Source: an optimization exercise on an open RTL-to-GDS flow (aim: small area and a short achievable clock period). Production flows keep margins and buffers that such runs may drop.
Where RTL was checked, it was by simulation tests only, not by an equivalence proof against the original.
For runs 4 to 7, only the layout was checked, not whether the RTL still works.
No activity file was given, so power comes from the tool's default toggle rates.

### flow/design.v
module spi_slave_mem_burst #(
  parameter int ADDR_W   = 8,
  parameter int DATA_W   = 8,
  parameter int AUTO_INC = 1
) (
  input  logic clk,
  input  logic rst_n,
  input  logic ss_n,
  input  logic MOSI,
  output logic MISO,
  output logic valid_MISO,
  output logic sready
);
  localparam int WORDS = 256;
  localparam int G     = 8;              
  localparam int GW    = WORDS / G;      
  logic       st_cmd, st_addr_w, st_addr_r, st_wdata, st_rd_wait;
  logic       miso_q, valid_q, busy_q, idle_q;
  logic [2:0] cnt;
  logic [6:0] sh;
  logic [6:0] tx;
  logic [15:0] wlo, whi;    
  logic [15:0] rlo, rhi;    
  logic [7:0] mem [0:WORDS-1];
  logic [7:0] rd_grp [0:G-1];
  logic [7:0] word_in;
  logic       at2, at3, go;
  logic       addr_done_w, addr_done_r, wr_en, rd_load;
  logic       rdata_nxt;
  logic [7:0] rd_word;
  assign idle_q      = !busy_q;
  assign word_in     = {sh, MOSI};
  assign go          = !ss_n;
  assign at2         = (cnt == 3'd2);
  assign at3         = (cnt == 3'd3);
  assign addr_done_w = go && st_addr_w && at2;
  assign addr_done_r = go && st_addr_r && at2;
  assign wr_en       = go && st_wdata && at2;
  assign rd_load     = go && (st_rd_wait || (valid_q && at3));
  assign rdata_nxt   = go && (st_rd_wait || valid_q);
  always_ff @(posedge clk or negedge rst_n) begin
    if (!rst_n) begin
      busy_q     <= 1'b0;
      st_cmd     <= 1'b0;
      st_addr_w  <= 1'b0;
      st_addr_r  <= 1'b0;
      st_wdata   <= 1'b0;
      st_rd_wait <= 1'b0;
      valid_q    <= 1'b0;
      miso_q     <= 1'b0;
    end else begin
      busy_q     <= go;
      st_cmd     <= go && idle_q;
      st_addr_w  <= go && ((st_cmd && !sh[0] && !MOSI) || (st_addr_w && !at2));
      st_addr_r  <= go && ((st_cmd &&  sh[0] && !MOSI) || (st_addr_r && !at2));
      st_wdata   <= go && ((st_cmd && !sh[0] &&  MOSI) || st_wdata);
      st_rd_wait <= go && st_cmd && sh[0] && MOSI;
      valid_q    <= rdata_nxt;
      miso_q     <= rdata_nxt && (rd_load ? rd_word[7] : tx[6]);
    end
  end
  always_ff @(posedge clk) begin
    sh  <= word_in[6:0];
    cnt <= idle_q ? 3'd2 : cnt + 3'd1;
    tx  <= rd_load ? rd_word[6:0] : {tx[5:0], 1'b0};
  end
  always_ff @(posedge clk or negedge rst_n) begin
    if (!rst_n) begin
      wlo   <= 16'd1;
      whi   <= 16'd1;
      rlo   <= 16'd1;
      rhi   <= 16'd1;
    end else begin
      if (addr_done_w) begin
        wlo <= 16'd1 << word_in[3:0];
        whi <= 16'd1 << word_in[7:4];
      end else if (wr_en) begin
        wlo <= {wlo[14:0], wlo[15]};
        if (wlo[15]) whi <= {whi[14:0], whi[15]};
      end
      if (addr_done_r) begin
        rlo <= 16'd1 << word_in[3:0];
        rhi <= 16'd1 << word_in[7:4];
      end else if (rd_load) begin
        rlo <= {rlo[14:0], rlo[15]};
        if (rlo[15]) rhi <= {rhi[14:0], rhi[15]};
      end
    end
  end
  logic [WORDS-1:0] wsel, rsel;
  always_comb begin
    wsel = '0;
    rsel = '0;
    for (int i = 0; i < 16; i++)
      for (int j = 0; j < 16; j++)
        wsel[i*16 + j] = whi[i] & (wlo[j] & wr_en);
    for (int i = 0; i < 16; i++)
      for (int j = 0; j < 16; j++)
        rsel[i*16 + j] = rhi[i] & rlo[j];
  end
  for (genvar w = 0; w < WORDS; w++) begin : g_row
    always_ff @(posedge clk) begin
      if (wsel[w]) mem[w] <= word_in;
    end
  end
  for (genvar g = 0; g < G; g++) begin : g_grp
    logic [7:0] acc;
    always_comb begin
      acc = '0;
      for (int i = 0; i < GW; i++)
        acc = acc | (mem[g*GW + i] & {8{rsel[g*GW + i]}});
    end
    always_ff @(posedge clk) rd_grp[g] <= acc;
  end
  always_comb begin
    rd_word = '0;
    for (int g = 0; g < G; g++) rd_word = rd_word | rd_grp[g];
  end
  assign sready     = idle_q;
  assign valid_MISO = valid_q;
  assign MISO       = miso_q;
endmodule
### flow/flow/run.sh
#!/bin/bash
# Standard ORFS layout (the standard.sh, standard synthesis unchanged) with two changes:
#  - ports are buffered with buf_4 instead of the cell buffer_ports picks by default
#    (a delay cell on sky130hd), so the port buffers can be resized like any buffer;
#  - repair_timing/repair_design may resize across cell footprints.
set -euo pipefail
bash standard.sh MATCH_CELL_FOOTPRINT=0 "BUFFER_PORTS_ARGS=-buffer_cell sky130_fd_sc_hd__buf_4" finish > make_finish.log 2>&1
### flow/config.mk
export PLATFORM = sky130hd
export DESIGN_NAME = spi_slave_mem_burst
export DESIGN_NICKNAME = spi_slave_mem_burst
export VERILOG_FILES = /design/flow/design.v
export SDC_FILE = /design/flow/constraint.sdc
export NUM_CORES = 4
export LEC_CHECK = 0
export CAP_MARGIN = 20
export CORE_MARGIN = 2
export CORE_UTILIZATION = 60
export CTS_CLUSTER_DIAMETER = 100
export CTS_CLUSTER_SIZE = 28
export SETUP_SLACK_MARGIN = 2.2
export SLEW_MARGIN = 20
### flow/constraint.sdc
create_clock -name core_clock -period 4.5 [get_ports {clk}]
set_input_delay 0.9000 -clock core_clock [delete_from_list [all_inputs] [get_ports {clk}]]
set_output_delay 0.9000 -clock core_clock [all_outputs]
set_load 0.01 [all_outputs]
### flow/standard.sh
#!/bin/bash
# synth_recipe.tcl (not shown) runs the flow's synth.tcl, then flattens the netlist and writes it again
# the make line also repeats each setting of config.mk as NAME=value (left out here)
make -C /OpenROAD-flow-scripts/flow DESIGN_CONFIG=/design/flow/config.mk WORK_HOME=/design/flow/orfs CLKGATE_MAP_FILE= SYNTH_SCRIPT=/design/flow/synth_recipe.tcl "${@:-finish}"
==> impl_metrics.py, run 1 <==
metrics = {
    "floorplan": {
        "dieArea_mm2": 0.138,
        "die_y_um": 371,
        "top_ports": 7,
        "die_w_um": 371,
        "fp-row-count": 134,
        "initial_core_util": 0.605,
        "placeableCoreArea_mm2": 0.134,
    },
    "worst_setup_path": {
        "reg2reg_capture_point": "mem[231][0]",
        "timing.critical_path.slowest_stage_cell": "and3_1",
        "timing.critical_path.cells": "inv_1 -> ha_1 -> and4bb_4 -> buf_16 -> and3_1",
        "timing.reg2reg.setup_slack_ps": 2170,
        "worstSetupPathType": "reg2reg",
        "path_delay_family": "simple AND/OR/NAND/NOR gates",
        "setup.worst_path.start_class": "register",
        "path_buf_inv": 2,
        "worstPathMaxFanout": 98,
        "required_ps": 4920,
        "critical_path_end_type": "register",
        "cp_data_arrival_time_ps": 2750,
        "cpPeakStageDelay_ps": 470,
        "worst_r2r_src": "cnt[0]",
        "worst-r2r-cell-count": 5,
    },
    "clock_tree": {
        "cts_tree": "built",
        "path_clk_slew_ps": 110,
        "ctsHoldBuffers": 0,
        "clock_tree.root_cell": "clkbuf_16",
        "numClockSinks": 2201,
        "htree_num_levels": 3,
        "cts_inserted_buffers": 88,
        "cts.path.max_buffers": 3,
        "clkLatencyLatePin_ps": 740,
    },
    "synthesis": {
        "post_synth_most_frequent_cells": "edfxtp_1, a22oi_1, a22o_1",
        "synth_top_cell_by_area": "edfxtp_1",
        "ys_warn_count": 3,
        "yosys_register_bits": 2201,
        "post-synth-top-area-fraction": 0.761,
        "synth_top_cells_by_area": "edfxtp_1, a22oi_1, a22o_1",
        "synth_enable_flop_cells": 2048,
        "synth_top_flop_cell": "edfxtp_1",
        "mapped_cell_area_mm2": 0.0809,
        "synthMostInstantiatedCell": "edfxtp_1",
        "syn-instance-count": 4506,
        "mappedNetlistNets": 4513,
        "seq_area_frac_synth": 0.803,
        "syn_area_per_cell_um2": 17.9,
        "synth_async_sr_flop_share": 0.0327,
        "synth_cell_types": 40,
    },
    "cells_and_area": {
        "final_cells": 6265,
        "post_route_cells_drive_above_1_share": 0.123,
        "areaGrowthSynthToFinish_pct": 7.23,
        "nets": 4401,
    },
    "timing": {
        "timing.final.setup_violations": 0,
        "finalCriticalPeriod_ps": 2330,
        "fin_skew_ps": 30.8,
        "grt_setup_unrepaired": "true",
        "drv_slew": 0,
        "maxClockFrequency_mhz": 429,
        "maxSlewHeadroom": 0.158,
        "tns_ps": 0,
        "hold_violations": 0,
        "timing_worst_slew_pin_value_ps": 1250,
        "period_share": 0.518,
    },
    "global_routing": {
        "via_count_of_the_first_global_routing_pass": 43000,
        "grt_pass1_wl_um": 323000,
        "grt_max_degree": 168,
        "grtUsageTotal": 0.334,
        "global_route.overflow_total": 0,
        "antenna_found_initial": 21,
    },
    "placed_design": {
        "dp_hpwl_um": 125000,
        "dpl.cell_count": 6009,
        "gp_congestion": 0.826,
        "io_buffer_count": 6,
    },
    "drt": {
        "routed_wl_um": 231000,
        "via_count": 45300,
        "drt_iter0_markers": 7708,
        "route.antenna.remaining_nets": 0,
        "drc_violation_count_after_routing": 0,
        "drt_pass1_iterations": 8,
        "detail_route.wl_per_cell_um": 36.8,
        "average_vias_per_placed_instance": 7.24,
    },
    "power_and_ir_drop": {
        "powerDensity_mw_per_mm2": 425,
        "power.ir.vdd_worst_v": 0.000425,
        "total_leakage_power_nw": 27.6,
    },
    "outcome": {
        "run_status": "no timing/DRC/antenna violations",
    },
    "worst_hold_path": {
        "hp-class": "in2async",
    },
    "run": {
        "max_cap_violations": 0,
    },
}
cell type report:
cell class,instances,area (um^2)
diodes,30,75.1
clock buffers,158,2490
clock inverters,5,51.3
fillers,9066,46900
inverters,4,15.0
multi-input cells,1940,14900
flip-flops and latches,2201,65000
well taps,1768,2210
repair buffers,159,1950
through the flow:
stage          power [mW]  hold slack (ps)  area [um^2]   util  setup WS (ps)
2_1_floorplan        25.5              417        80900      -           2010
3_3_place_gp         27.2              429        82600  0.618           1560
3_5_place_dp         27.2              435        82600  0.618           1560
4_1_cts              36.8             99.2        86100  0.644           2200
5_1_grt              37.8              131        86600  0.648           2120
6_report             36.9              134        86700  0.649           2170
power by group:
| group | internal [mW] | total, mW | switching (mW) |
|---|---|---|---|
| clock network | 3.82 | 9.78 | 5.96 |
| logic | 1.30 | 3.72 | 2.42 |
| registers | 22.6 | 23.4 | 0.766 |
cells in the final DEF (no fill, tap or decap), types with 4 or more instances in the layout:
| cell | n |
|---|---|
| nor4_1 | 16 |
| nor2b_1 | 4 |
| buf_8 | 4 |
| buf_4 | 96 |
| nand4_1 | 67 |
| inv_6 | 4 |
| edfxtp_1 | 2048 |
| dfrtp_4 | 13 |
| a221o_1 | 64 |
| a21oi_1 | 34 |
| clkbuf_16 | 90 |
| and3_1 | 103 |
| a22o_1 | 384 |
| a221oi_1 | 98 |
| and3_4 | 4 |
| buf_6 | 11 |
| a31oi_1 | 6 |
| buf_16 | 11 |
| nand3_1 | 79 |
| diode_2 | 30 |
| a32oi_1 | 14 |
| o21ai_0 | 43 |
| a222oi_1 | 128 |
| dfxtp_1 | 74 |
| nand2_1 | 96 |
| dfxtp_4 | 7 |
| dfrtp_2 | 15 |
| nor2_1 | 41 |
| and3_2 | 214 |
| dfrtp_1 | 40 |
| mux2i_1 | 34 |
| clkbuf_1 | 69 |
| a221oi_2 | 29 |
| buf_12 | 36 |
| a22oi_1 | 450 |
| nor3_1 | 7 |
| nand2b_1 | 6 |
worst reg2reg max path: stages (launching register included):
cell and delay (ps):
dfxtp_1 340, inv_1 60, ha_1 230, and4bb_4 380
buf_16 330, and3_1 670
how the worst max path moves through the flow:
stage | from | to | slack [ps] | cells after the start
final | cnt[0] | mem[231][0] | 2170 | 5
after detailed placement | ss_n | mem[127][2] | 1560 | 4
after global routing | cnt[0] | whi[0] | 2120 | 7
after global placement | ss_n | whi[5] | 1560 | 6
after CTS | rlo[0] | rd_grp[1][1] | 2200 | 5
after floorplan | ss_n | mem[100][0] | 2010 | 6
state kept, by name, indices dropped and copies added (netlist names), 3 cells and up:
name / cells
wlo: 16
rlo: 16
whi: 16
cnt: 3
mem: 2048
tx: 7
rd_grp: 64
rhi: 16
sh: 7
repair_timing:
action	CTS	global route
gates resized for setup	34	234
setup endpoints to repair	164	1725
pin swaps	4	12
endpoints found under the hold margin	0	0
gates cloned	1	0
setup buffers	45	17
cell families after synthesis:
kind of cell	Yosys count	synth area share
AO/OA/AOI/OAI	1258	0.129
buffers and inverters	365	0.0185
multiplexers	34	0.00421
AND/OR/NAND/NOR	645	0.0444
flip-flops	2201	0.803
adder cells (fa/ha/maj)	3	0.000464
layer usage:
metal	wire length, um	vias to the layer above	share of wire	track usage
met4	7480	2	0.032	0.120
met5	13	-	0.000056	0
li1	-	18700	-	-
met1	91200	23600	0.40	0.490
met3	24400	353	0.11	0.0629
met2	108000	2702	0.47	0.508
==> inputs of run 2 (changes only) <==
--- a/flow/config.mk
+++ b/flow/config.mk
@@ -12,3 +12,3 @@
 export CTS_CLUSTER_SIZE = 28
-export SETUP_SLACK_MARGIN = 2.2
+export SETUP_SLACK_MARGIN = 2.3
 export SLEW_MARGIN = 20
==> impl_metrics.py, run 2 <==
metrics = {
    "outcome": {
        "run_status": "no timing/DRC/antenna violations",
    },
    "synthesis": {
        "synth_async_sr_flop_share": 0.0327,
        "mappedNetlistNets": 4513,
        "synth_enable_flop_cells": 2048,
        "synth_top_cells_by_area": "edfxtp_1, a22oi_1, a22o_1",
        "synth_cell_types": 40,
        "yosys_register_bits": 2201,
        "syn-instance-count": 4506,
        "synth_top_flop_cell": "edfxtp_1",
        "synthMostInstantiatedCell": "edfxtp_1",
        "post_synth_most_frequent_cells": "edfxtp_1, a22oi_1, a22o_1",
        "mapped_cell_area_mm2": 0.0809,
        "ys_warn_count": 3,
        "seq_area_frac_synth": 0.803,
        "post-synth-top-area-fraction": 0.761,
        "synth_top_cell_by_area": "edfxtp_1",
        "syn_area_per_cell_um2": 17.9,
    },
    "placed_design": {
        "placement.setup.worst_slack_ps": 1560,
        "dp_hpwl_um": 125000,
        "gp_congestion": 0.826,
        "dpl_cell_area_mm2": 0.0826,
        "io_buffer_count": 6,
    },
    "worst_setup_path": {
        "worstPathMaxFanout": 11,
        "critical_path_end_type": "register",
        "required_ps": 5120,
        "setup.worst_path.start_class": "register",
        "cp_data_arrival_time_ps": 2870,
        "worstSetupPathType": "reg2reg",
    },
    "global_routing": {
        "grt_pass1_wl_um": 325000,
        "grt_use_met2": 0.512,
        "grt_max_degree": 168,
        "via_count_of_the_first_global_routing_pass": 43100,
        "gr-usage-met3": 0.0625,
        "grt.busiest_layer": "met2",
        "grtUsageTotal": 0.337,
        "global_route.overflow_total": 0,
        "grtUsageMet1": 0.497,
        "antenna_found_initial": 25,
    },
    "timing": {
        "worst_slack_ps": 2250,
        "fin_skew_ps": 27.8,
        "drv_slew": 0,
        "timing_worst_slew_pin_value_ps": 1290,
        "grt_setup_unrepaired": "true",
        "hold_violations": 0,
        "period_share": 0.500,
        "maxClockFrequency_mhz": 444,
        "finalCriticalPeriod_ps": 2250,
        "tns_ps": 0,
        "maxSlewHeadroom": 0.137,
        "timing.final.setup_violations": 0,
    },
    "drt": {
        "routed_wl_um": 235000,
        "via_count": 45800,
        "drt_iter0_markers": 8331,
        "route.antenna.remaining_nets": 0,
        "detail_route.wl_per_cell_um": 37.4,
        "average_vias_per_placed_instance": 7.27,
        "drc_violation_count_after_routing": 0,
        "drt_pass1_iterations": 9,
    },
    "cells_and_area": {
        "layout_commonest_cell": "edfxtp_1",
        "nFillCells": 9005,
        "max_flop_register": "mem",
        "areaGrowthSynthToFinish_pct": 7.96,
        "final_area_mm2": 0.0873,
        "largest_registers": "mem (2048), rd_grp (64)",
        "most-common-layout-cells": "edfxtp_1, a22oi_1, a22o_1",
        "nets": 4420,
        "max_reg_flops": 2048,
        "post_route_cells_drive_above_1_share": 0.128,
    },
    "clock_tree": {
        "cts_tree": "built",
        "numClockSinks": 2201,
        "cts_inserted_buffers": 88,
        "path_clk_slew_ps": 110,
        "cts.path.max_buffers": 3,
        "htree_num_levels": 3,
        "clkLatencyLatePin_ps": 740,
        "clock_tree.root_cell": "clkbuf_16",
    },
    "floorplan": {
        "initial_core_util": 0.605,
        "die_w_um": 371,
        "dieArea_mm2": 0.138,
        "die_y_um": 371,
        "fp-row-count": 134,
        "top_ports": 7,
        "placeableCoreArea_mm2": 0.134,
    },
    "run": {
        "max_cap_violations": 0,
    },
    "power_and_ir_drop": {
        "powerDensity_mw_per_mm2": 423,
        "total_leakage_power_nw": 27.8,
        "power.ir.vdd_worst_v": 0.000419,
    },
    "worst_hold_path": {
        "hp-class": "in2async",
    },
}
[run 2: worst paths after layout]
| kind | start | to | slack (ps) | cells after the start |
|---|---|---|---|---|
| setup / recovery | rlo[0] | rd_grp[1][0] | 2250 | 5 |
| hold / removal | rst_n | whi[9] | 140 | 1 |
| setup reg to reg | rlo[0] | rd_grp[1][0] | 2250 | 5 |
| hold reg to reg | cnt[0] | cnt[0] | 470 | 1 |
| max in group asynchronous | rst_n | rlo[0] | 3500 | 2 |
| min in group core_clock | ss_n | st_wdata | 460 | 2 |
[run 2: cell families after synthesis]
kind of cell,share of synthesized area
buffers and inverters,0.0185
adders and majority gates,0.000464
and+or+nand+nor,0.0444
DFF,0.803
muxes,0.00421
AOI/OAI and AO/OA,0.129
[run 2: final cells by class]
cell class,count,area [um^2],share of cell area
Sequential cell,2201,65000,0.745
Multi-Input combinational cell,1940,15100,0.172
Clock buffer,158,2490,0.0285
Timing Repair Buffer,178,2350,0.0269
Tap cell,1768,2210,0.0253
Antenna cell,41,103,0.00118
Clock inverter,5,51.3,0.000588
Inverter,4,15.0,0.000172
[run 2: through the flow]
step           hold slack (ps)  cells  power [mW]   util
2_1_floorplan              417   4506        25.5      -
3_3_place_gp               429   6009        27.2  0.618
3_5_place_dp               435   6009        27.2  0.618
4_1_cts                   99.2   6234        36.9  0.647
5_1_grt                    131   6254        37.9  0.653
6_report                   137   6295        36.9  0.653
[run 2: per-layer routing]
| layer | share of wire | vias up |
|---|---|---|
| met5 | 0.00014 | - |
| met3 | 0.11 | 357 |
| met4 | 0.032 | 4 |
| li1 | - | 18800 |
| met1 | 0.39 | 23800 |
| met2 | 0.47 | 2792 |
[run 2: what timing repair did]
item | in CTS | in global routing
gates resized for setup | 140 | 170
gates cloned | 3 | 5
pin swaps | 17 | 25
hold buffers | 0 | 0
setup buffers | 59 | 15
setup endpoints to repair | 1383 | 1952
[run 2: worst max-delay path, stage by stage (launching register included)]
cell	delay [ps]
dfstp_4	580
buf_12	190
a222oi_1	510
and3_4	310
nand4_1	170
a221o_1	360
[run 2: report_power, final]
group          switching (mW)  internal (mW)  total [mW]
clock network            5.96           3.82        9.79
logic                    2.46           1.33        3.79
registers               0.772           22.6        23.4
==> inputs of run 3 (changes only) <==
--- a/flow/config.mk
+++ b/flow/config.mk
@@ -10,4 +10,4 @@
 export CORE_UTILIZATION = 60
-export CTS_CLUSTER_DIAMETER = 100
-export CTS_CLUSTER_SIZE = 28
+export CTS_CLUSTER_DIAMETER = 80
+export CTS_CLUSTER_SIZE = 20
 export SETUP_SLACK_MARGIN = 2.3
==> impl_metrics.py, run 3 <==
metrics = {
    "timing": {
        "drv_slew": 0,
        "finalCriticalPeriod_ps": 2280,
        "tns_ps": 0,
        "timing_worst_slew_pin_value_ps": 1320,
        "grt_setup_unrepaired": "true",
        "hold_violations": 0,
        "fin_skew_ps": 29.8,
        "period_share": 0.506,
        "maxSlewHeadroom": 0.118,
        "timing.final.setup_violations": 0,
        "maxClockFrequency_mhz": 439,
    },
    "synthesis": {
        "mapped_cell_area_mm2": 0.0809,
        "mappedNetlistNets": 4513,
        "syn_area_per_cell_um2": 17.9,
        "synth_cell_types": 40,
        "synth_enable_flop_cells": 2048,
        "synth_top_cells_by_area": "edfxtp_1, a22oi_1, a22o_1",
        "ys_warn_count": 3,
        "yosys_register_bits": 2201,
        "syn-instance-count": 4506,
        "synth_top_cell_by_area": "edfxtp_1",
        "post_synth_most_frequent_cells": "edfxtp_1, a22oi_1, a22o_1",
        "seq_area_frac_synth": 0.803,
        "synth_async_sr_flop_share": 0.0327,
        "synth_top_flop_cell": "edfxtp_1",
        "synthMostInstantiatedCell": "edfxtp_1",
        "post-synth-top-area-fraction": 0.761,
    },
    "run": {
        "max_cap_violations": 0,
    },
    "worst_setup_path": {
        "worstSetupPathType": "reg2out",
        "required_ps": 3600,
        "path_delay_family": "flip-flops",
        "timing.critical_path.cells": "buf_6",
        "worstPathMaxFanout": 1,
        "cp_data_arrival_time_ps": 1380,
        "setup.worst_path.start_class": "register",
        "cpPeakStageDelay_ps": 450,
        "critical_path_end_type": "output pin",
        "timing.critical_path.slowest_stage_cell": "dfrtp_1",
        "path_buf_inv": 1,
    },
    "cells_and_area": {
        "max_flop_register": "mem",
        "layout_commonest_cell": "edfxtp_1",
        "nFillCells": 8917,
        "finalCoreUtilization": 0.662,
        "nets": 4452,
        "post_route_cells_drive_above_1_share": 0.147,
        "max_reg_flops": 2048,
        "multi_input_gate_area_in_the_final_layout_mm2": 0.0152,
        "most-common-layout-cells": "edfxtp_1, a22oi_1, a22o_1",
        "sequential_cell_area_mm2": 0.0650,
        "largest_registers": "mem (2048), rd_grp (64)",
        "areaGrowthSynthToFinish_pct": 9.45,
    },
    "floorplan": {
        "die_y_um": 371,
        "fp-row-count": 134,
        "top_ports": 7,
        "initial_core_util": 0.605,
        "die_w_um": 371,
        "placeableCoreArea_mm2": 0.134,
        "dieArea_mm2": 0.138,
    },
    "power_and_ir_drop": {
        "net-switching-power_mw": 9.50,
        "netSwitchingFraction": 0.246,
        "power.ir.vdd_worst_v": 0.000432,
        "p_int_mw": 29.1,
        "pwr-share-seq": 0.605,
        "pwr-share-comb": 0.098,
        "total_leakage_power_nw": 28.2,
        "powerDensity_mw_per_mm2": 436,
        "clock_power_share": 0.297,
    },
    "clock_tree": {
        "numClockSinks": 2201,
        "clock_tree.root_cell": "clkbuf_16",
        "htree_num_levels": 3,
        "cts_tree": "built",
        "cts_inserted_buffers": 120,
        "cts.path.max_buffers": 3,
        "ctsHoldBuffers": 0,
        "clkLatencyLatePin_ps": 770,
        "path_clk_slew_ps": 80,
    },
    "global_routing": {
        "grt_pass1_wl_um": 326000,
        "global_route.overflow_total": 0,
        "grt_max_degree": 168,
        "antenna_found_initial": 23,
        "grtUsageTotal": 0.338,
        "via_count_of_the_first_global_routing_pass": 43200,
    },
    "placed_design": {
        "dp_hpwl_um": 125000,
        "io_buffer_count": 6,
        "gp_congestion": 0.826,
    },
    "drt": {
        "drc_violation_count_after_routing": 0,
        "drt_pass1_iterations": 6,
        "via_count": 46200,
        "average_vias_per_placed_instance": 7.26,
        "drt_iter0_markers": 7890,
        "route.antenna.remaining_nets": 0,
        "detail_route.wl_per_cell_um": 37.1,
        "routed_wl_um": 236000,
    },
    "worst_hold_path": {
        "hp-class": "in2async",
    },
    "outcome": {
        "run_status": "no timing/DRC/antenna violations",
    },
}
==> run 3: cell counts after synthesis <==
Identical to the previous run, type by type.
==> run 3: stage by stage <==
| step | power [mW] | std cells | instance area [um^2] | setup WS [ps] | hold WS (ps) |
|---|---|---|---|---|---|
| floorplan | 25.5 | 4506 | 80900 | 2010 | 417 |
| global placement | 27.2 | 6009 | 82600 | 1560 | 429 |
| detailed placement | 27.2 | 6009 | 82600 | 1560 | 435 |
| CTS | 38.6 | 6296 | 87400 | 2180 | 80.4 |
| global route | 39.6 | 6320 | 88400 | 2170 | 104 |
| finish | 38.6 | 6360 | 88500 | 2220 | 115 |
==> run 3: final cells by class <==
cell class | count | area share
flip-flops and latches | 2201 | 0.735
multi-input cells | 1940 | 0.172
clock buffers | 223 | 0.0390
repair buffers | 178 | 0.0271
well taps | 1768 | 0.0250
diodes | 41 | 0.00116
clock inverters | 5 | 0.000551
inverters | 4 | 0.000170
==> run 3: worst paths after layout <==
check                            start            to  slack (ps)  cells after the start
worst max-delay path            miso_q          MISO        2220                      1
worst min-delay path             rst_n        whi[9]         120                      1
max in group asynchronous        rst_n        wlo[0]        3560                      2
min in group core_clock           ss_n        st_cmd         420                      2
worst max register to register  rlo[0]  rd_grp[7][4]        2240                      7
worst min register to register  cnt[0]        cnt[0]         460                      1
==> run 3: logic make-up (layout without fill, tap and decap cells) <==
group,after synthesis,after routing,synth area share
buf+inv,365,410,0.0185
mux,34,34,0.00421
fa+ha+maj,3,3,0.000464
other cells,0,41,0
compound gates,1258,1258,0.129
flops,2201,2201,0.803
simple gates,645,645,0.0444
==> run 3: timing repair <==
item | 4_1_cts | 5_1_grt
setup buffers | 58 | 15
endpoints found under the setup margin | 1641 | 2096
pin swaps | 16 | 34
cloned | 1 | 8
gates resized for setup | 173 | 232
==> run 3: power groups by stage <==
stage	clock network (mW)	logic [mW]	registers [mW]
5_1_grt	12.3	3.98	23.4
3_3_place_gp	0	3.30	23.9
4_1_cts	11.6	3.67	23.3
3_5_place_dp	0	3.32	23.9
2_1_floorplan	0	2.19	23.3
6_report	11.4	3.80	23.4
==> run 3: layer usage <==
layer,global-route usage,vias up,wire [um]
li1,-,18900,-
met1,0.498,23900,91800
met2,0.511,2970,109000
met3,0.0619,411,26300
met4,0.122,6,8820
met5,0,-,92
==> inputs of run 4 (changes only) <==
--- a/flow/design.v
+++ b/flow/design.v
@@ -21,3 +21,3 @@
   logic [6:0] tx;
-  logic [15:0] wlo, whi;    
+  logic [15:0] wlo_n, whi_n;  
   logic [15:0] rlo, rhi;    
@@ -68,4 +68,4 @@
     if (!rst_n) begin
-      wlo   <= 16'd1;
-      whi   <= 16'd1;
+      wlo_n <= ~16'd1;
+      whi_n <= ~16'd1;
       rlo   <= 16'd1;
@@ -74,7 +74,7 @@
       if (addr_done_w) begin
-        wlo <= 16'd1 << word_in[3:0];
-        whi <= 16'd1 << word_in[7:4];
+        wlo_n <= ~(16'd1 << word_in[3:0]);
+        whi_n <= ~(16'd1 << word_in[7:4]);
       end else if (wr_en) begin
-        wlo <= {wlo[14:0], wlo[15]};
-        if (wlo[15]) whi <= {whi[14:0], whi[15]};
+        wlo_n <= {wlo_n[14:0], wlo_n[15]};
+        if (!wlo_n[15]) whi_n <= {whi_n[14:0], whi_n[15]};
       end
@@ -95,3 +95,3 @@
       for (int j = 0; j < 16; j++)
-        wsel[i*16 + j] = whi[i] & (wlo[j] & wr_en);
+        wsel[i*16 + j] = !(whi_n[i] | !(!wlo_n[j] & wr_en));
     for (int i = 0; i < 16; i++)
--- a/flow/config.mk
+++ b/flow/config.mk
@@ -10,4 +10,4 @@
 export CORE_UTILIZATION = 60
-export CTS_CLUSTER_DIAMETER = 80
-export CTS_CLUSTER_SIZE = 20
+export CTS_CLUSTER_DIAMETER = 100
+export CTS_CLUSTER_SIZE = 28
 export SETUP_SLACK_MARGIN = 2.3
==> impl_metrics.py, run 4 <==
metrics = {
    "timing": {
        "period_share": 0.529,
        "grt_setup_unrepaired": "true",
        "maxSlewHeadroom": 0.207,
        "fin_skew_ps": 44.9,
        "finalCriticalPeriod_ps": 2380,
        "timing_worst_slew_pin_value_ps": 1180,
        "hold_violations": 0,
        "timing.final.setup_violations": 0,
        "drv_slew": 0,
        "tns_ps": 0,
        "maxClockFrequency_mhz": 420,
        "worst_hold_slack_ps": 46.5,
    },
    "synthesis": {
        "seq_area_frac_synth": 0.808,
        "yosys_register_bits": 2201,
        "synth_enable_flop_cells": 2048,
        "syn_area_per_cell_um2": 17.7,
        "synth_top_cell_by_area": "edfxtp_1",
        "ys_warn_count": 3,
        "synth_async_sr_flop_share": 0.0327,
        "syn-instance-count": 4540,
        "synthMostInstantiatedCell": "edfxtp_1",
        "mappedNetlistNets": 4547,
        "mapped_cell_area_mm2": 0.0804,
        "synth_top_cells_by_area": "edfxtp_1, a22oi_1, a22o_1",
        "synth_cell_types": 39,
        "synth_top_flop_cell": "edfxtp_1",
        "post-synth-top-area-fraction": 0.765,
        "post_synth_most_frequent_cells": "edfxtp_1, a22oi_1, a22o_1",
    },
    "worst_setup_path": {
        "worstPathMaxFanout": 5,
        "timing.reg2reg.setup_slack_ps": 2120,
        "worst-r2r-cell-count": 7,
        "worstSetupPathType": "reg2reg",
        "setup.worst_path.start_class": "register",
        "cp_data_arrival_time_ps": 2970,
        "reg2reg_capture_point": "rd_grp[5][3]",
        "critical_path_end_type": "register",
        "critical_path.endpoint": "rd_grp[5][3]",
        "startpoint": "rlo[0]",
        "required_ps": 5100,
        "worst_r2r_src": "rlo[0]",
    },
    "cells_and_area": {
        "post_route_cells_drive_above_1_share": 0.165,
        "most-common-layout-cells": "edfxtp_1, a22oi_1, a22o_1",
        "max_reg_flops": 2048,
        "nets": 4523,
        "largest_registers": "mem (2048), rd_grp (64)",
        "layout_commonest_cell": "edfxtp_1",
        "max_flop_register": "mem",
        "finalCoreUtilization": 0.671,
        "multi_input_gate_area_in_the_final_layout_mm2": 0.0159,
        "final_cells": 6359,
        "areaGrowthSynthToFinish_pct": 11.2,
        "sequential_cell_area_mm2": 0.0651,
        "nFillCells": 8874,
    },
    "clock_tree": {
        "htree_num_levels": 3,
        "path_clk_slew_ps": 120,
        "cts.path.max_buffers": 3,
        "clock_tree.root_cell": "clkbuf_16",
        "numClockSinks": 2201,
        "cts_inserted_buffers": 88,
        "cts_tree": "built",
        "clkLatencyLatePin_ps": 760,
    },
    "power_and_ir_drop": {
        "total_leakage_power_nw": 27.9,
        "powerDensity_mw_per_mm2": 436,
        "power.ir.vdd_worst_v": 0.000380,
    },
    "placed_design": {
        "dp_hpwl_um": 127000,
        "io_buffer_count": 6,
        "gp_congestion": 0.848,
        "dpl.cell_count": 6041,
    },
    "floorplan": {
        "fp-row-count": 134,
        "die_y_um": 370,
        "die_w_um": 370,
        "initial_core_util": 0.604,
        "placeableCoreArea_mm2": 0.133,
        "top_ports": 7,
        "dieArea_mm2": 0.137,
    },
    "drt": {
        "via_count": 45400,
        "average_vias_per_placed_instance": 7.14,
        "drc_violation_count_after_routing": 0,
        "detail_route.wl_per_cell_um": 37.0,
        "drt_pass1_iterations": 7,
        "route.antenna.remaining_nets": 0,
        "drt_iter0_markers": 7263,
        "routed_wl_um": 235000,
    },
    "outcome": {
        "run_status": "no timing/DRC/antenna violations",
    },
    "global_routing": {
        "grt_pass1_wl_um": 320000,
        "grt_max_degree": 119,
        "via_count_of_the_first_global_routing_pass": 42500,
        "grtUsageTotal": 0.335,
        "antenna_found_initial": 5,
        "global_route.overflow_total": 0,
    },
    "run": {
        "max_cap_violations": 0,
    },
    "worst_hold_path": {
        "hp-class": "in2async",
    },
}
[run 4: cell count changes in the layout (fill, tap and decap cells not counted), moves of 20 or more]
cell      before  now
mux2i_1       34   59
nand2_1       96   70
nor2_4         2  147
buf_6         13   33
clkbuf_1      99   70
buf_12        41   63
and3_2       217    0
nor2_2         0  104
dfstp_2        3   31
and3_4        45    2
diode_2       41    1
o21ai_1        1   23
buf_4         92  112
[run 4: worst min path at each step]
stage | slack (ps) | from | endpoint
after floorplan | 420 | cnt[0] | cnt[0]
after global placement | 440 | busy_q | st_cmd
final | 50 | rst_n | rlo[1]
after detailed placement | 440 | cnt[0] | cnt[0]
after CTS | 330 | rst_n | rhi[14]
after global routing | 40 | rst_n | rlo[1]
[run 4: timing repair]
item,4_1_cts,5_1_grt
hold buffers,0,0
setup buffers,102,22
gates cloned,14,14
resized for setup,469,95
pin swaps,82,82
setup endpoints to repair,2155,659
[run 4: critical path: stages, from the launching register on]
cell and delay, ps:
dfstp_4 500, buf_12 140, buf_16 140, buf_16 150, a222oi_1 450, and3_1 280
nand4_1 100, a221o_2 470
[run 4: cells by family after synthesis]
group / Yosys count / share of synthesized area
fa+ha+maj: 3 / 0.000467
flops: 2201 / 0.808
compound gates: 1260 / 0.129
mux: 59 / 0.00734
buf+inv: 375 / 0.0185
simple gates: 642 / 0.0373
[run 4: per-stage QoR]
| step | power, mW | worst slack (ps) | instance area (um^2) |
|---|---|---|---|
| after detailed placement | 28.6 | 781 | 82400 |
| after floorplan | 26.4 | 1980 | 80500 |
| after global placement | 28.6 | 876 | 82400 |
| after CTS | 38.7 | 2150 | 88500 |
| after global routing | 39.9 | 2110 | 89400 |
| final | 38.9 | 2120 | 89400 |
[run 4: layout make-up]
class | instances | area share
flip-flops and latches | 2201 | 0.727
clock inverters | 4 | 0.000560
diodes | 1 | 0.0000280
inverters | 4 | 0.000168
repair buffers | 256 | 0.0408
well taps | 1768 | 0.0247
clock buffers | 160 | 0.0281
multi-input cells | 1965 | 0.178
[run 4: report_power, final]
part           switching [mW]  internal, mW  leakage, nW
logic                    2.84          1.63         6.76
registers                1.63          23.0         19.9
clock network            5.94          3.86         1.21
total                    10.4          28.5         27.9
[run 4: per-layer routing]
metal	GRT usage	share of wire	wire length, um
met4	0.0973	0.036	8580
met2	0.518	0.46	109000
met1	0.490	0.39	91500
met3	0.0653	0.11	26000
met5	0	0.00023	55
==> inputs of run 5 (changes only) <==
--- a/flow/design.v
+++ b/flow/design.v
@@ -89,6 +89,5 @@
   end
-  logic [WORDS-1:0] wsel, rsel;
+  logic [WORDS-1:0] wsel;
   always_comb begin
     wsel = '0;
-    rsel = '0;
     for (int i = 0; i < 16; i++)
@@ -96,5 +95,2 @@
         wsel[i*16 + j] = !(whi_n[i] | !(!wlo_n[j] & wr_en));
-    for (int i = 0; i < 16; i++)
-      for (int j = 0; j < 16; j++)
-        rsel[i*16 + j] = rhi[i] & rlo[j];
   end
@@ -105,2 +101,10 @@
   end
+  logic [7:0] blk [0:15];
+  always_comb begin
+    for (int i = 0; i < 16; i++) begin
+      blk[i] = '0;
+      for (int j = 0; j < 16; j++)
+        blk[i] = blk[i] | (mem[i*16 + j] & {8{rlo[j]}});
+    end
+  end
   for (genvar g = 0; g < G; g++) begin : g_grp
@@ -109,4 +113,4 @@
       acc = '0;
-      for (int i = 0; i < GW; i++)
-        acc = acc | (mem[g*GW + i] & {8{rsel[g*GW + i]}});
+      for (int i = 0; i < 16 / G; i++)
+        acc = acc | (blk[g*(16/G) + i] & {8{rhi[g*(16/G) + i]}});
     end
==> impl_metrics.py, run 5 <==
metrics = {
    "cells_and_area": {
        "most-common-layout-cells": "edfxtp_1, a22o_1, a221oi_1",
        "final_area_mm2": 0.0891,
        "nets": 4305,
        "max_flop_register": "mem",
        "post_route_cells_drive_above_1_share": 0.193,
        "largest_registers": "mem (2048), rd_grp (64)",
        "finalCoreUtilization": 0.678,
        "max_reg_flops": 2048,
        "areaGrowthSynthToFinish_pct": 12.0,
        "layout_commonest_cell": "edfxtp_1",
        "final_cells": 6116,
    },
    "clock_tree": {
        "cts_tree": "built",
        "clock_tree.root_cell": "clkbuf_16",
        "clkLatencyLatePin_ps": 750,
        "cts.path.max_buffers": 3,
        "cts_inserted_buffers": 88,
        "path_clk_slew_ps": 120,
        "numClockSinks": 2201,
        "htree_num_levels": 3,
    },
    "timing": {
        "maxSlewHeadroom": 0.255,
        "timing.final.setup_violations": 0,
        "period_share": 0.519,
        "drv_slew": 0,
        "maxClockFrequency_mhz": 428,
        "finalCriticalPeriod_ps": 2330,
        "hold_violations": 0,
        "grt_setup_unrepaired": "true",
        "timing_worst_slew_pin_value_ps": 1120,
        "fin_skew_ps": 35.8,
        "tns_ps": 0,
    },
    "synthesis": {
        "synth_enable_flop_cells": 2048,
        "post-synth-top-area-fraction": 0.773,
        "synth_cell_types": 35,
        "syn-instance-count": 4319,
        "synth_top_flop_cell": "edfxtp_1",
        "synth_async_sr_flop_share": 0.0327,
        "seq_area_frac_synth": 0.817,
        "syn_area_per_cell_um2": 18.4,
        "mappedNetlistNets": 4326,
        "synth_top_cells_by_area": "edfxtp_1, a22o_1, a221oi_1",
        "yosys_register_bits": 2201,
        "post_synth_most_frequent_cells": "edfxtp_1, a22o_1, a221oi_1",
        "synth_top_cell_by_area": "edfxtp_1",
        "synthMostInstantiatedCell": "edfxtp_1",
        "ys_warn_count": 4,
        "mapped_cell_area_mm2": 0.0795,
    },
    "worst_setup_path": {
        "critical_path_end_type": "output pin",
        "worstPathMaxFanout": 2,
        "timing.critical_path.slowest_stage_cell": "dfrtp_1",
        "required_ps": 3600,
        "timing.critical_path.cells": "inv_2 -> buf_6",
        "setup.worst_path.start_class": "register",
        "worst-r2r-cell-count": 7,
        "worstSetupPathType": "reg2out",
        "cp_data_arrival_time_ps": 1430,
        "timing.reg2reg.setup_slack_ps": 2180,
        "cpPeakStageDelay_ps": 420,
    },
    "worst_hold_path": {
        "hp-class": "in2async",
    },
    "floorplan": {
        "placeableCoreArea_mm2": 0.131,
        "fp-row-count": 133,
        "top_ports": 7,
        "die_w_um": 368,
        "die_y_um": 368,
        "initial_core_util": 0.605,
        "dieArea_mm2": 0.135,
    },
    "drt": {
        "drt_iter0_markers": 6206,
        "route.antenna.remaining_nets": 0,
        "drt_pass1_iterations": 5,
        "drc_violation_count_after_routing": 0,
        "detail_route.wl_per_cell_um": 37.9,
        "via_count": 44100,
        "average_vias_per_placed_instance": 7.21,
        "routed_wl_um": 232000,
    },
    "power_and_ir_drop": {
        "power.ir.vdd_worst_v": 0.000367,
        "total_leakage_power_nw": 27.6,
        "power_mw": 37.9,
        "powerDensity_mw_per_mm2": 426,
    },
    "placed_design": {
        "dp_hpwl_um": 126000,
        "gp_congestion": 0.868,
        "io_buffer_count": 6,
        "dpl_cell_area_mm2": 0.0815,
        "dpl.cell_count": 5840,
    },
    "global_routing": {
        "grtUsageMet1": 0.487,
        "global_route.overflow_total": 0,
        "antenna_found_initial": 11,
        "grt_use_met2": 0.515,
        "grt_pass1_wl_um": 317000,
        "grt_max_degree": 128,
        "gr-usage-met3": 0.0647,
        "grtUsageTotal": 0.334,
        "grt.busiest_layer": "met2",
        "via_count_of_the_first_global_routing_pass": 41600,
    },
    "outcome": {
        "run_status": "no timing/DRC/antenna violations",
    },
    "run": {
        "max_cap_violations": 0,
    },
}
## run 5: cell types whose count changed in the layout (fill, tap and decap cells not counted), sizes merged, moves of 15 or more
cell	change
a221oi	+384
a22o	+192
a22oi	-448
o21ai	-47
clkbuf	-26
a222oi	-128
nand4	+67
buf	-23
nand2	-54
a221o	-64
mux2i	-15
and3	-64
nand3	-38
## run 5: worst paths after layout
| kind | endpoint | start |
|---|---|---|
| min reg2reg | tx[4] | tx[3] |
| min in group core_clock | st_wdata | ss_n |
| max | sready | busy_q |
| min | st_wdata | rst_n |
| max reg2reg | rd_grp[7][3] | rlo[5] |
| max in group asynchronous | rlo[9] | rst_n |
## run 5: cell families (layout without fill, tap and decap cells)
logic type | after synthesis | in the layout | share of synthesized area
fa+ha+maj | 3 | 3 | 0.000472
mux | 45 | 45 | 0.00568
other cells | 0 | 6 | 0
simple gates | 563 | 563 | 0.0337
buf+inv | 340 | 376 | 0.0177
compound gates | 1167 | 1167 | 0.126
flops | 2201 | 2201 | 0.817
## run 5: report_power, final
group | internal (mW) | switching [mW] | total [mW]
clock | 3.77 | 5.91 | 9.68
combinational | 1.34 | 2.33 | 3.67
sequential | 23.0 | 1.56 | 24.6
total | 28.2 | 9.80 | 37.9
## run 5: worst max-delay path, delay by kind of cell (launching register included)
family / cells / cell delay, ps
DFF: 1 / 420
buffers and inverters: 2 / 280
## run 5: per-layer routing
layer	up-vias	wire [um]
li1	18100	-
met1	23100	91500
met2	2421	107000
met3	421	23100
met4	12	9810
met5	-	87
## run 5: timing repair
action,4_1_cts,5_1_grt
setup buffers,94,14
cloned,3,11
pin swaps,37,67
setup endpoints to repair,2147,1509
resized for setup,555,189
hold buffers,0,0
## run 5: final cells by class
cell class                      instances  area, um^2
Antenna cell                            6        15.0
Clock buffer                          142        2430
Timing Repair Buffer                  225        3070
Multi-Input combinational cell       1778       16300
Inverter                                4        15.0
Sequential cell                      2201       65100
Fill cell                            8496       42400
Tap cell                             1755        2200
Clock inverter                          5        51.3
## run 5: per-stage QoR
| stage | hold WS, ps | worst slack [ps] |
|---|---|---|
| CTS | 297 | 2140 |
| detailed placement | 439 | 662 |
| finish | 295 | 2170 |
| floorplan | 417 | 1960 |
| global placement | 432 | 716 |
| global route | 323 | 2130 |
==> inputs of run 6 (changes only) <==
--- a/flow/design.v
+++ b/flow/design.v
@@ -14,4 +14,2 @@
   localparam int WORDS = 256;
-  localparam int G     = 8;              
-  localparam int GW    = WORDS / G;      
   logic       st_cmd, st_addr_w, st_addr_r, st_wdata, st_rd_wait;
@@ -21,6 +19,5 @@
   logic [6:0] tx;
-  logic [15:0] wlo_n, whi_n;  
+  logic [15:0] wlo, whi;    
   logic [15:0] rlo, rhi;    
   logic [7:0] mem [0:WORDS-1];
-  logic [7:0] rd_grp [0:G-1];
   logic [7:0] word_in;
@@ -68,4 +65,4 @@
     if (!rst_n) begin
-      wlo_n <= ~16'd1;
-      whi_n <= ~16'd1;
+      wlo   <= 16'd1;
+      whi   <= 16'd1;
       rlo   <= 16'd1;
@@ -74,7 +71,7 @@
       if (addr_done_w) begin
-        wlo_n <= ~(16'd1 << word_in[3:0]);
-        whi_n <= ~(16'd1 << word_in[7:4]);
+        wlo <= 16'd1 << word_in[3:0];
+        whi <= 16'd1 << word_in[7:4];
       end else if (wr_en) begin
-        wlo_n <= {wlo_n[14:0], wlo_n[15]};
-        if (!wlo_n[15]) whi_n <= {whi_n[14:0], whi_n[15]};
+        wlo <= {wlo[14:0], wlo[15]};
+        if (wlo[15]) whi <= {whi[14:0], whi[15]};
       end
@@ -94,3 +91,3 @@
       for (int j = 0; j < 16; j++)
-        wsel[i*16 + j] = !(whi_n[i] | !(!wlo_n[j] & wr_en));
+        wsel[i*16 + j] = whi[i] & (wlo[j] & wr_en);
   end
@@ -101,11 +98,4 @@
   end
-  logic [7:0] blk [0:15];
-  always_comb begin
-    for (int i = 0; i < 16; i++) begin
-      blk[i] = '0;
-      for (int j = 0; j < 16; j++)
-        blk[i] = blk[i] | (mem[i*16 + j] & {8{rlo[j]}});
-    end
-  end
-  for (genvar g = 0; g < G; g++) begin : g_grp
+  logic [7:0] rd_blk [0:15];
+  for (genvar i = 0; i < 16; i++) begin : g_blk
     logic [7:0] acc;
@@ -113,6 +103,6 @@
       acc = '0;
-      for (int i = 0; i < 16 / G; i++)
-        acc = acc | (blk[g*(16/G) + i] & {8{rhi[g*(16/G) + i]}});
+      for (int j = 0; j < 16; j++)
+        acc = acc | (mem[i*16 + j] & {8{rlo[j]}});
     end
-    always_ff @(posedge clk) rd_grp[g] <= acc;
+    always_ff @(posedge clk) rd_blk[i] <= acc;
   end
@@ -120,3 +110,3 @@
     rd_word = '0;
-    for (int g = 0; g < G; g++) rd_word = rd_word | rd_grp[g];
+    for (int i = 0; i < 16; i++) rd_word = rd_word | (rd_blk[i] & {8{rhi[i]}});
   end
==> impl_metrics.py, run 6 <==
metrics = {
    "outcome": {
        "run_status": "no timing/DRC/antenna violations",
    },
    "drt": {
        "detail_route.wl_per_cell_um": 43.1,
        "route.antenna.remaining_nets": 0,
        "drt_pass1_iterations": 6,
        "average_vias_per_placed_instance": 7.70,
        "via_count": 47600,
        "drt_iter0_markers": 9445,
        "drc_violation_count_after_routing": 0,
        "routed_wl_um": 266000,
    },
    "synthesis": {
        "synthMostInstantiatedCell": "edfxtp_1",
        "synth_enable_flop_cells": 2048,
        "yosys_register_bits": 2265,
        "synth_cell_types": 38,
        "mappedNetlistNets": 4380,
        "synth_top_flop_cell": "edfxtp_1",
        "syn-instance-count": 4373,
        "synth_async_sr_flop_share": 0.0318,
        "post-synth-top-area-fraction": 0.758,
        "seq_area_frac_synth": 0.816,
        "ys_warn_count": 3,
        "post_synth_most_frequent_cells": "edfxtp_1, a221oi_1, a22o_1",
        "synth_top_cells_by_area": "edfxtp_1, a221oi_1, a22o_1",
        "syn_area_per_cell_um2": 18.6,
        "synth_top_cell_by_area": "edfxtp_1",
        "mapped_cell_area_mm2": 0.0811,
    },
    "clock_tree": {
        "htree_num_levels": 3,
        "ctsHoldBuffers": 0,
        "clkLatencyLatePin_ps": 770,
        "cts_inserted_buffers": 90,
        "cts_tree": "built",
        "path_clk_slew_ps": 120,
        "cts.path.max_buffers": 3,
        "clock_tree.root_cell": "clkbuf_16",
        "numClockSinks": 2265,
    },
    "global_routing": {
        "grt_pass1_wl_um": 364000,
        "antenna_found_initial": 29,
        "via_count_of_the_first_global_routing_pass": 44300,
        "grt_max_degree": 128,
        "grtUsageTotal": 0.385,
        "global_route.overflow_total": 0,
    },
    "timing": {
        "drv_slew": 0,
        "worst_hold_slack_ps": 238,
        "timing_worst_slew_pin_value_ps": 1200,
        "fin_skew_ps": 43.9,
        "finalCriticalPeriod_ps": 2400,
        "timing.final.setup_violations": 0,
        "period_share": 0.534,
        "hold_violations": 0,
        "grt_setup_unrepaired": "true",
        "tns_ps": 0,
        "maxSlewHeadroom": 0.197,
        "maxClockFrequency_mhz": 416,
    },
    "worst_setup_path": {
        "worstPathMaxFanout": 3,
        "cp_data_arrival_time_ps": 1500,
        "worstSetupPathType": "reg2out",
        "setup.worst_path.start_class": "register",
        "critical_path_end_type": "output pin",
        "timing.reg2reg.setup_slack_ps": 2210,
        "required_ps": 3600,
    },
    "floorplan": {
        "dieArea_mm2": 0.138,
        "fp-row-count": 134,
        "die_y_um": 372,
        "top_ports": 7,
        "placeableCoreArea_mm2": 0.134,
        "die_w_um": 372,
        "initial_core_util": 0.606,
    },
    "power_and_ir_drop": {
        "total_leakage_power_nw": 27.9,
        "power.ir.vdd_worst_v": 0.000330,
        "power_mw": 38.6,
        "powerDensity_mw_per_mm2": 439,
    },
    "cells_and_area": {
        "multi_input_gate_area_in_the_final_layout_mm2": 0.0141,
        "most-common-layout-cells": "edfxtp_1, a22o_1, a221oi_1",
        "finalCoreUtilization": 0.656,
        "nets": 4311,
        "areaGrowthSynthToFinish_pct": 8.22,
        "largest_registers": "mem (2048), rd_blk (128)",
        "max_flop_register": "mem",
        "post_route_cells_drive_above_1_share": 0.130,
        "max_reg_flops": 2048,
        "layout_commonest_cell": "edfxtp_1",
        "sequential_cell_area_mm2": 0.0663,
        "final_area_mm2": 0.0878,
        "nFillCells": 8959,
    },
    "placed_design": {
        "dp_hpwl_um": 143000,
        "dpl_cell_area_mm2": 0.0832,
        "gp_congestion": 0.910,
        "io_buffer_count": 6,
    },
    "run": {
        "max_cap_violations": 0,
    },
    "worst_hold_path": {
        "hp-class": "in2async",
    },
}
==> run 6: cells by family after synthesis <==
group,after synthesis,synth area share
AO/OA/AOI/OAI,1194,0.125
multiplexers,20,0.00247
buffers and inverters,358,0.0175
AND/OR/NAND/NOR,533,0.0382
adder cells (fa/ha/maj),3,0.000463
flip-flops,2265,0.816
==> run 6: per-stage QoR <==
step           cells  setup WS [ps]
2_1_floorplan   4373           2080
3_3_place_gp    5904           1350
3_5_place_dp    5904           1350
4_1_cts         6129           2100
5_1_grt         6144           2070
6_report        6177           2100
==> run 6: critical path, stage by stage (launching register included) <==
cell and delay [ps]:
dfrtp_1 450, inv_2 160, buf_6 120
==> run 6: layout make-up <==
cell class | instances | area share
Timing Repair Buffer | 177 | 0.0268
Sequential cell | 2265 | 0.755
Antenna cell | 36 | 0.00103
Inverter | 20 | 0.000940
Multi-Input combinational cell | 1750 | 0.161
Tap cell | 1768 | 0.0252
Clock buffer | 159 | 0.0298
Clock inverter | 2 | 0.000157
==> run 6: worst paths after layout <==
kind,startpoint,to,depth (start not counted)
worst max-delay path,busy_q,sready,2
worst min-delay path,rst_n,miso_q,1
worst max register to register,rlo[0],rd_blk[5][7],4
worst min register to register,cnt[0],cnt[0],1
max in group asynchronous,rst_n,wlo[0],2
min in group core_clock,ss_n,st_wdata,2
==> run 6: power by group <==
part           total, mW  leakage (nW)  internal, mW  switching, mW
logic               3.42          6.18          1.06           2.35
clock network       10.2          1.25          4.01           6.16
registers           25.0          20.5          23.5           1.49
total               38.6          27.9          28.5           10.0
==> run 6: repair_timing <==
action                                 4_1_cts  5_1_grt
pin swaps                                    8       12
buffers inserted                            60       11
endpoints found under the hold margin        0        0
gates resized for setup                    131      180
setup endpoints to repair                 2188     1709
cloned                                       4        1
==> run 6: metal layers <==
layer / vias to the layer above / global-route usage / routed length (um)
met2: 4034 / 0.549 / 117000
met4: 24 / 0.150 / 11300
li1: 18400 / - / -
met1: 24600 / 0.568 / 101000
met5: - / 0 / 166
met3: 570 / 0.107 / 36200
==> inputs of run 7 (changes only) <==
==> flow/flow/run.sh (replaced) <==
#!/bin/bash
# Standard ORFS layout (the standard.sh, standard synthesis unchanged) with three changes:
#  - ports are buffered with buf_4 instead of the cell buffer_ports picks by default
#    (a delay cell on sky130hd), so the port buffers can be resized like any buffer;
#  - repair_timing/repair_design may resize across cell footprints;
#  - before detailed placement, the flip-flop driving each output port is moved next to
#    that port's buffer (flow/near_pins.tcl).
set -euo pipefail
bash standard.sh MATCH_CELL_FOOTPRINT=0 "BUFFER_PORTS_ARGS=-buffer_cell sky130_fd_sc_hd__buf_4" \
  "PRE_DETAIL_PLACE_TCL=$PWD/flow/near_pins.tcl" finish > make_finish.log 2>&1
==> flow/flow/near_pins.tcl (new file) <==
# PRE_DETAIL_PLACE hook: move the flip-flop that launches each output port (and an
# inverter between it and the port buffer, if there is one) onto the port buffer's
# location, so no output path has to cross the die. Detailed placement then legalizes.
set block [ord::get_db_block]
proc signal_inputs {inst} {
  set r {}
  foreach it [$inst getITerms] {
    if {[$it isInputSignal] && [$it getNet] ne "NULL" && [[$it getNet] getSigType] eq "SIGNAL"} { lappend r $it }
  }
  return $r
}
proc net_driver {net} {
  foreach it [$net getITerms] { if {[$it isOutputSignal]} { return [$it getInst] } }
  return ""
}
foreach bt [$block getBTerms] {
  if {[$bt getIoType] ne "OUTPUT"} continue
  set buf [net_driver [$bt getNet]]
  if {$buf eq ""} continue
  set loc [$buf getLocation]
  set cur $buf
  for {set k 0} {$k < 3} {incr k} {
    set ins [signal_inputs $cur]
    if {[llength $ins] != 1} break
    set prev [net_driver [[lindex $ins 0] getNet]]
    if {$prev eq ""} break
    set m [[$prev getMaster] getName]
    puts "near_pins: [$bt getName]: moving [$prev getName] ($m) to the port buffer [$buf getName]"
    $prev setLocation [lindex $loc 0] [lindex $loc 1]
    if {[string match "*__df*" $m]} break
    set cur $prev
  }
}
==> impl_metrics.py, run 7 <==
metrics = {
    "power_and_ir_drop": {
        "total_leakage_power_nw": 27.9,
        "net-switching-power_mw": 10.0,
        "powerDensity_mw_per_mm2": 439,
        "netSwitchingFraction": 0.260,
        "clock_power_share": 0.264,
        "p_int_mw": 28.5,
        "power.ir.vdd_worst_v": 0.000349,
        "pwr-share-comb": 0.088,
        "pwr-share-seq": 0.648,
        "power_mw": 38.5,
    },
    "synthesis": {
        "synth_cell_types": 38,
        "synth_top_cells_by_area": "edfxtp_1, a221oi_1, a22o_1",
        "yosys_register_bits": 2265,
        "syn-instance-count": 4373,
        "mapped_cell_area_mm2": 0.0811,
        "synth_top_flop_cell": "edfxtp_1",
        "synth_async_sr_flop_share": 0.0318,
        "mappedNetlistNets": 4380,
        "post-synth-top-area-fraction": 0.758,
        "synth_top_cell_by_area": "edfxtp_1",
        "synthMostInstantiatedCell": "edfxtp_1",
        "syn_area_per_cell_um2": 18.6,
        "synth_enable_flop_cells": 2048,
        "seq_area_frac_synth": 0.816,
        "post_synth_most_frequent_cells": "edfxtp_1, a221oi_1, a22o_1",
        "ys_warn_count": 3,
    },
    "timing": {
        "hold_violations": 0,
        "drv_slew": 0,
        "timing.final.setup_violations": 0,
        "maxSlewHeadroom": 0.158,
        "period_share": 0.508,
        "maxClockFrequency_mhz": 437,
        "finalCriticalPeriod_ps": 2290,
        "timing_worst_slew_pin_value_ps": 1260,
        "grt_setup_unrepaired": "true",
        "tns_ps": 0,
        "fin_skew_ps": 39.7,
    },
    "global_routing": {
        "grt_max_degree": 128,
        "grtUsageTotal": 0.386,
        "global_route.overflow_total": 0,
        "grt_pass1_wl_um": 365000,
        "via_count_of_the_first_global_routing_pass": 44300,
        "antenna_found_initial": 32,
    },
    "cells_and_area": {
        "final_area_mm2": 0.0877,
        "post_route_cells_drive_above_1_share": 0.127,
        "layout_commonest_cell": "edfxtp_1",
        "max_reg_flops": 2048,
        "most-common-layout-cells": "edfxtp_1, a22o_1, a221oi_1",
        "nFillCells": 9010,
        "max_flop_register": "mem",
        "nets": 4306,
        "largest_registers": "mem (2048), rd_blk (128)",
        "areaGrowthSynthToFinish_pct": 8.12,
    },
    "worst_setup_path": {
        "required_ps": 4930,
        "setup.worst_path.start_class": "register",
        "cp_data_arrival_time_ps": 2720,
        "timing.critical_path.slowest_stage_cell": "dfrtp_1",
        "worstPathMaxFanout": 11,
        "timing.critical_path.cells": "buf_4 -> and3_1",
        "critical_path_end_type": "register",
        "path_buf_inv": 1,
        "cpPeakStageDelay_ps": 1050,
        "worstSetupPathType": "reg2reg",
        "path_delay_family": "flip-flops",
    },
    "clock_tree": {
        "htree_num_levels": 3,
        "numClockSinks": 2265,
        "path_clk_slew_ps": 110,
        "cts.path.max_buffers": 3,
        "clock_tree.root_cell": "clkbuf_16",
        "ctsHoldBuffers": 0,
        "cts_inserted_buffers": 90,
        "clkLatencyLatePin_ps": 760,
        "cts_tree": "built",
    },
    "outcome": {
        "run_status": "no timing/DRC/antenna violations",
    },
    "floorplan": {
        "dieArea_mm2": 0.138,
        "fp-row-count": 134,
        "top_ports": 7,
        "placeableCoreArea_mm2": 0.134,
        "die_y_um": 372,
        "initial_core_util": 0.606,
        "die_w_um": 372,
    },
    "drt": {
        "drc_violation_count_after_routing": 0,
        "via_count": 48000,
        "average_vias_per_placed_instance": 7.75,
        "drt_pass1_iterations": 6,
        "detail_route.wl_per_cell_um": 43.4,
        "route.antenna.remaining_nets": 0,
        "drt_iter0_markers": 9772,
        "routed_wl_um": 268000,
    },
    "placed_design": {
        "dp_hpwl_um": 144000,
        "dpl_cell_area_mm2": 0.0832,
        "io_buffer_count": 6,
        "gp_congestion": 0.910,
    },
    "worst_hold_path": {
        "hp-class": "in2async",
    },
    "run": {
        "max_cap_violations": 0,
    },
}
run 7: power groups by stage:
| stage | registers, mW | clock network (mW) | logic [mW] |
|---|---|---|---|
| after detailed placement | 25.4 | 0 | 2.92 |
| after global placement | 25.4 | 0 | 2.93 |
| after global routing | 24.9 | 10.8 | 3.45 |
| after CTS | 24.8 | 10.2 | 3.25 |
| after floorplan | 24.3 | 0 | 1.66 |
| final | 25.0 | 10.2 | 3.41 |
run 7: repair_timing:
item / 4_1_cts / 5_1_grt
gates resized for setup: 217 / 77
setup endpoints to repair: 2183 / 1389
pin swaps: 9 / 8
gates cloned: 3 / 4
buffers inserted: 53 / 11
run 7: metal layers:
metal,vias up,share of wire,track usage,routed length (um)
li1,18400,-,-,-
met1,24600,0.38,0.572,101000
met2,4368,0.44,0.553,118000
met3,616,0.14,0.100,37200
met4,14,0.043,0.152,11600
met5,-,0.00034,0,92
run 7: path summary, 6_finish.rpt:
check	startpoint	to	cells after the start	slack (ps)
max	wlo[5]	mem[101][7]	2	2210
min reg2reg	cnt[0]	cnt[0]	1	470
min in group core_clock	ss_n	st_wdata	2	380
min	rst_n	rhi[12]	1	280
max in group asynchronous	rst_n	wlo[0]	2	3270
max reg2reg	wlo[5]	mem[101][7]	2	2210
run 7: stage by stage:
| stage | utilization | setup WS (ps) | hold slack (ps) | std cells |
|---|---|---|---|---|
| 3_5_place_dp | 0.622 | 1310 | 445 | 5904 |
| 3_3_place_gp | 0.622 | 1350 | 438 | 5904 |
| 5_1_grt | 0.655 | 2220 | 285 | 6148 |
| 6_report | 0.656 | 2210 | 276 | 6188 |
| 4_1_cts | 0.651 | 2230 | 257 | 6128 |
| 2_1_floorplan | - | 2080 | 417 | 4373 |
run 7: final cells by class:
cell class,count,area [um^2],area share
Timing Repair Buffer,172,2310,0.0264
Inverter,20,97.6,0.00111
Clock inverter,3,22.5,0.000257
Tap cell,1768,2210,0.0252
Antenna cell,45,113,0.00128
Clock buffer,165,2600,0.0296
Multi-Input combinational cell,1750,14000,0.160
Sequential cell,2265,66300,0.756
run 7: cells by family (layout without fill, tap and decap cells):
kind of cell / Yosys count / count (layout) / synth area share
DFF: 2265 / 2265 / 0.816
and+or+nand+nor: 533 / 533 / 0.0382
AOI/OAI and AO/OA: 1194 / 1194 / 0.125
adders and majority gates: 3 / 3 / 0.000463
buffers and inverters: 358 / 360 / 0.0175
muxes: 20 / 20 / 0.00247
other: 0 / 45 / 0
==> inputs of run 8 (changes only) <==
--- a/flow/design.v
+++ b/flow/design.v
@@ -14,2 +14,4 @@
   localparam int WORDS = 256;
+  localparam int G     = 8;              
+  localparam int GW    = WORDS / G;      
   logic       st_cmd, st_addr_w, st_addr_r, st_wdata, st_rd_wait;
@@ -22,2 +24,3 @@
   logic [7:0] mem [0:WORDS-1];
+  logic [7:0] rd_grp [0:G-1];
   logic [7:0] word_in;
@@ -86,5 +89,6 @@
   end
-  logic [WORDS-1:0] wsel;
+  logic [WORDS-1:0] wsel, rsel;
   always_comb begin
     wsel = '0;
+    rsel = '0;
     for (int i = 0; i < 16; i++)
@@ -92,2 +96,5 @@
         wsel[i*16 + j] = whi[i] & (wlo[j] & wr_en);
+    for (int i = 0; i < 16; i++)
+      for (int j = 0; j < 16; j++)
+        rsel[i*16 + j] = rhi[i] & rlo[j];
   end
@@ -98,4 +105,3 @@
   end
-  logic [7:0] rd_blk [0:15];
-  for (genvar i = 0; i < 16; i++) begin : g_blk
+  for (genvar g = 0; g < G; g++) begin : g_grp
     logic [7:0] acc;
@@ -103,6 +109,6 @@
       acc = '0;
-      for (int j = 0; j < 16; j++)
-        acc = acc | (mem[i*16 + j] & {8{rlo[j]}});
+      for (int i = 0; i < GW; i++)
+        acc = acc | (mem[g*GW + i] & {8{rsel[g*GW + i]}});
     end
-    always_ff @(posedge clk) rd_blk[i] <= acc;
+    always_ff @(posedge clk) rd_grp[g] <= acc;
   end
@@ -110,3 +116,3 @@
     rd_word = '0;
-    for (int i = 0; i < 16; i++) rd_word = rd_word | (rd_blk[i] & {8{rhi[i]}});
+    for (int g = 0; g < G; g++) rd_word = rd_word | rd_grp[g];
   end
==> impl_metrics.py, run 8 <==
metrics = {
    "synthesis": {
        "syn_area_per_cell_um2": 17.9,
        "synth_cell_types": 40,
        "synth_enable_flop_cells": 2048,
        "post_synth_most_frequent_cells": "edfxtp_1, a22oi_1, a22o_1",
        "combinational_family_with_the_most_area_after_synthesis": "compound AO/OA/AOI/OAI gates",
        "synth-compound-area-share": 0.129,
        "mapped_cell_area_mm2": 0.0809,
        "synth_mux_area_frac": 0.00421,
        "synth-simple-area-share": 0.0444,
        "synth_top_flop_cell": "edfxtp_1",
        "seq_area_frac_synth": 0.803,
        "post-synth-top-area-fraction": 0.761,
        "synth-xor-area-share": 0,
    },
    "power_and_ir_drop": {
        "pwr-share-comb": 0.104,
        "net-switching-power_mw": 9.20,
        "clock_power_share": 0.267,
        "powerDensity_mw_per_mm2": 423,
        "p_int_mw": 27.9,
        "total_leakage_power_nw": 28.0,
    },
    "global_routing": {
        "grtUsageTotal": 0.335,
        "grtUsageMet1": 0.495,
        "grt_pass1_wl_um": 323000,
        "grt_max_degree": 168,
        "via_count_of_the_first_global_routing_pass": 43000,
        "grt.busiest_layer": "met2",
    },
    "worst_setup_path": {
        "timing.critical_path.cells": "buf_4 -> buf_12 -> clkbuf_16 -> a22o_1 -> a221oi_1 -> nand3_1 -> a221o_1",
        "worst-r2r-cell-count": 7,
        "worstPathMaxFanout": 21,
        "path_delay_family": "compound AO/OA/AOI/OAI gates",
        "timing.reg2reg.setup_slack_ps": 2240,
        "path_buf_inv": 3,
        "timing.critical_path.slowest_stage_cell": "dfstp_4",
        "setup.worst_path.start_class": "register",
    },
    "timing": {
        "maxSlewHeadroom": 0.139,
        "maxClockFrequency_mhz": 442,
        "timing.final.setup_violations": 0,
        "drv_slew": 0,
        "finalCriticalPeriod_ps": 2260,
        "tns_ps": 0,
        "fin_skew_ps": 30.6,
    },
    "floorplan": {
        "die_w_um": 371,
        "die_y_um": 371,
        "fp-row-count": 134,
        "initial_core_util": 0.605,
        "placeableCoreArea_mm2": 0.134,
        "dieArea_mm2": 0.138,
    },
    "placed_design": {
        "dpl_cell_area_mm2": 0.0826,
        "io_buffer_count": 6,
        "gp_congestion": 0.826,
        "placement.setup.worst_slack_ps": 1560,
    },
    "clock_tree": {
        "cts_inserted_buffers": 88,
        "htree_num_levels": 3,
        "numClockSinks": 2201,
        "clkLatencyLatePin_ps": 740,
        "clock_tree.root_cell": "clkbuf_16",
    },
    "cells_and_area": {
        "max_reg_flops": 2048,
        "max_flop_register": "mem",
        "post_route_cells_drive_above_1_share": 0.132,
        "areaGrowthSynthToFinish_pct": 8.55,
        "finalCoreUtilization": 0.657,
        "final_area_mm2": 0.0878,
        "largest_registers": "mem (2048), rd_grp (64)",
    },
    "outcome": {
        "run_status": "no timing/DRC/antenna violations",
    },
    "drt": {
        "via_count": 46000,
        "detail_route.wl_per_cell_um": 37.6,
        "drt_pass1_iterations": 8,
        "drc_violation_count_after_routing": 0,
        "route.antenna.remaining_nets": 0,
        "drt_iter0_markers": 8338,
        "routed_wl_um": 237000,
    },
    "worst_hold_path": {
        "hp-class": "in2async",
    },
}
[run 8: power by group through the flow]
stage | combinational [mW] | clock (mW) | sequential (mW)
global route | 4.02 | 10.7 | 23.4
finish | 3.85 | 9.91 | 23.4
floorplan | 2.19 | 0 | 23.3
detailed placement | 3.32 | 0 | 23.9
CTS | 3.69 | 9.99 | 23.3
global placement | 3.30 | 0 | 23.9
[run 8: per-stage QoR]
step	total power, mW	instances
floorplan	25.5	4506
global placement	27.2	6009
detailed placement	27.2	6009
CTS	37.0	6245
global route	38.0	6274
finish	37.1	6300
[run 8: worst reg2reg max path, delay by kind of cell (launching register included)]
family	cells	cell delay [ps]
AOI/OAI and AO/OA	3	920
DFF	1	520
buffers and inverters	3	520
and+or+nand+nor	1	190
[run 8: how the worst max path moves through the flow]
stage | start | endpoint | slack, ps | cells past startpoint
detailed placement | ss_n | mem[127][3] | 1560 | 4
global route | rlo[0] | rd_grp[7][1] | 2180 | 6
CTS | rlo[2] | rd_grp[2][1] | 2240 | 4
floorplan | ss_n | mem[100][0] | 2010 | 6
global placement | ss_n | whi[5] | 1560 | 6
finish | rlo[0] | rd_grp[0][4] | 2240 | 7
[run 8: cells by family after synthesis]
logic type               after synthesis
flip-flops                          2201
multiplexers                          34
adder cells (fa/ha/maj)                3
AND/OR/NAND/NOR                      645
AO/OA/AOI/OAI                       1258
buffers and inverters                365
[run 8: layout make-up]
type	count	area, um^2	area share
Antenna cell	29	72.6	0.000827
Clock buffer	162	2590	0.0295
Clock inverter	3	33.8	0.000385
Inverter	4	15.0	0.000171
Multi-Input combinational cell	1941	15200	0.173
Sequential cell	2201	65000	0.741
Tap cell	1768	2210	0.0252
Timing Repair Buffer	192	2610	0.0297
[run 8: timing repair]
| action | CTS | global route |
|---|---|---|
| endpoints found under the setup margin | 1134 | 2032 |
| pin swaps | 26 | 63 |
| cloned | 1 | 12 |
| hold buffers | 0 | 0 |
| setup buffers | 70 | 14 |
| gates resized for setup | 128 | 231 |
[run 8: metal layers]
layer  routed length, um  vias to the layer above  part of all wire
li1                    -                    18800                 -
met2              109000                     2885              0.46
met1               93000                    23900              0.39
met4                8510                       20             0.036
met5                 230                        -           0.00097
met3               26200                      396              0.11
